This is an optimization exercise on Yosys and OpenROAD, whose aim is small area, a short achievable clock period and few clock cycles per item, not a production implementation. Function was checked by simulation only, so behaviour that the tests miss may differ from the original. No activity file was given, so power comes from the tool's default toggle rates.

cedar:
## sha256_byte_stream_hasher_top
module sha256_byte_stream_hasher_top (
  input  logic        clk_i,
  input  logic        rst_ni,
  input  logic        s_axis_tvalid,
  output logic        s_axis_tready,
  input  logic [7:0]  s_axis_tdata,    
  input  logic        s_axis_tuser,    
  output logic        m_axis_tvalid,
  input  logic        m_axis_tready,
  output logic [31:0] m_axis_tdata,    
  output logic [2:0]  m_axis_tuser,    
  output logic        m_axis_tlast     
);
For scale: about 9500 cells after synthesis, roughly 1800 flip-flops.
==> flow/config.mk <==
export PLATFORM = sky130hd
export DESIGN_NAME = sha256_byte_stream_hasher_top
export DESIGN_NICKNAME = sha256_byte_stream_hasher_top
export VERILOG_FILES = /design/flow/design.v
export SDC_FILE = /design/flow/constraint.sdc
export NUM_CORES = 4
export LEC_CHECK = 0
export CAP_MARGIN = 20
export CORE_MARGIN = 2
export CORE_UTILIZATION = 50
export CTS_BUF_LIST = sky130_fd_sc_hd__clkbuf_16 sky130_fd_sc_hd__clkbuf_8
export CTS_CLUSTER_DIAMETER = 90
export CTS_CLUSTER_SIZE = 22
export SETUP_SLACK_MARGIN = 5
export SLEW_MARGIN = 20
export TNS_END_PERCENT = 0
==> flow/constraint.sdc <==
create_clock -name core_clock -period 12.0 [get_ports {clk_i}]
set_input_delay 2.4000 -clock core_clock [delete_from_list [all_inputs] [get_ports {clk_i}]]
set_output_delay 2.4000 -clock core_clock [all_outputs]
set_load 0.01 [all_outputs]
standard.sh (not shown) runs the stock make flow with config.mk's settings and CLKGATE_MAP_FILE= SYNTH_SCRIPT=/design/flow/synth_recipe.tcl, a recipe that flattens the netlist after the stock synthesis.
==> flow/flow/run.sh <==
#!/bin/bash
set -euo pipefail
MARGIN=$(cat flow/margin.txt)
sed "s/SETUP_SLACK_MARGIN=[0-9.]*/SETUP_SLACK_MARGIN=${MARGIN}/" standard.sh > standard_margin.sh
bash standard_margin.sh > standard.log 2>&1
==> flow/flow/margin.txt <==
8.5
cedar completed; timing, DRC and antenna clean
Testbench counts of cedar, summed over its fixed seeds: cycles 72,292, bytes 62,794.
Setup changes, cedar to xenon
--- a/flow/config.mk
+++ b/flow/config.mk
@@ -11,3 +10,0 @@
-export CTS_BUF_LIST = sky130_fd_sc_hd__clkbuf_16 sky130_fd_sc_hd__clkbuf_8
-export CTS_CLUSTER_DIAMETER = 90
-export CTS_CLUSTER_SIZE = 22
Results
- Re overall die width: no difference whatsoever between xenon and cedar.
- In the metrics for xenon and cedar, the one carrying the lower worst path setup slack after routing is xenon.
- Diff cedar -> xenon | switching power summed over all nets | up by more than 10%
The inputs of lagoon differ from those of xenon as listed below.
--- a/flow/config.mk
+++ b/flow/config.mk
@@ -10 +10 @@
-export CORE_UTILIZATION = 50
+export CORE_UTILIZATION = 60
==> results.txt <==
Looking at total detailed-routing wirelength across both flows, lagoon is the stronger of the two, with xenon trailing. Area used by sequential logic in the layout of xenon is on par with lagoon. Cmp lagoon vs xenon: critical path depth lower in lagoon. Between xenon and lagoon, the flow reports final standard cell count with taps included and fillers excluded decreasing by a few percent. Number of cells on the worst reg-to-reg path, xenon and lagoon, lower one = lagoon.
[inputs] nickel vs lagoon
--- a/flow/config.mk
+++ b/flow/config.mk
@@ -10 +10,2 @@
-export CORE_UTILIZATION = 60
+export CORE_UTILIZATION = 50
+export PLACE_DENSITY = 0.72
The final layout from nickel, which completed every stage, passed the timing, design-rule and antenna checks at the end of the flow.
When nickel is set beside lagoon, its switching power total turns out to be 0.98% larger.
In nickel relative to lagoon, highest achievable clock rate had gone up by a few percent.
Relative to lagoon, worst hold margin decreased by 4.2 ps in nickel.
nickel ended with more die area than lagoon.
The cell count of the worst reg-to-reg path reported for nickel is greater than that of lagoon by 4.
Compare nickel and lagoon | aggregate global-route resource usage higher: lagoon
Global-route wire length before repair essentially unchanged between nickel and lagoon.
Taking lagoon as the reference, in nickel number of standard cells in the final layout excluding fillers picked up an extra about 4%, final critical-path required period lost 200 ps.

[static timing again, ports no longer ideal]
No port has a modelled driver above. Below, the same layouts with a new extraction and two added sets of constraints. Step 1: set_driving_cell puts a clkbuf_16 on clk_i and a buf_2 on each other input, an assumption about the parent block. Step 2 adds t to the input delays and takes it off the output delays; t is the mean of the earliest and latest rising clock arrival at the registers after step 1. Input paths then give back, and output paths get back, about the clock's delay inside the block. Slacks: ideal / step 1 / step 2; pairs: ideal / step 1.
run | t (ns) | setup WS [ns] | worst setup path at the end | slew at the worst register clock pin (ns) | cell pins on the clock port's net
cedar | 0.881 | 6.910 / 6.910 / 6.624 | input to register | 0.11 / 0.11 | 1
xenon | 0.931 | 6.899 / 6.899 / 6.617 | input to register | 0.07 / 0.07 | 1
lagoon | 0.896 | 6.766 / 6.766 / 6.299 | input to register | 0.07 / 0.07 | 1
nickel | 0.936 | 6.970 / 6.970 / 6.258 | input to register | 0.07 / 0.07 | 1
After both steps every run listed still meets setup and hold. The setup slack of nickel, which loses most, moves by 0.000 ns with the drivers and by -0.712 ns with both steps.
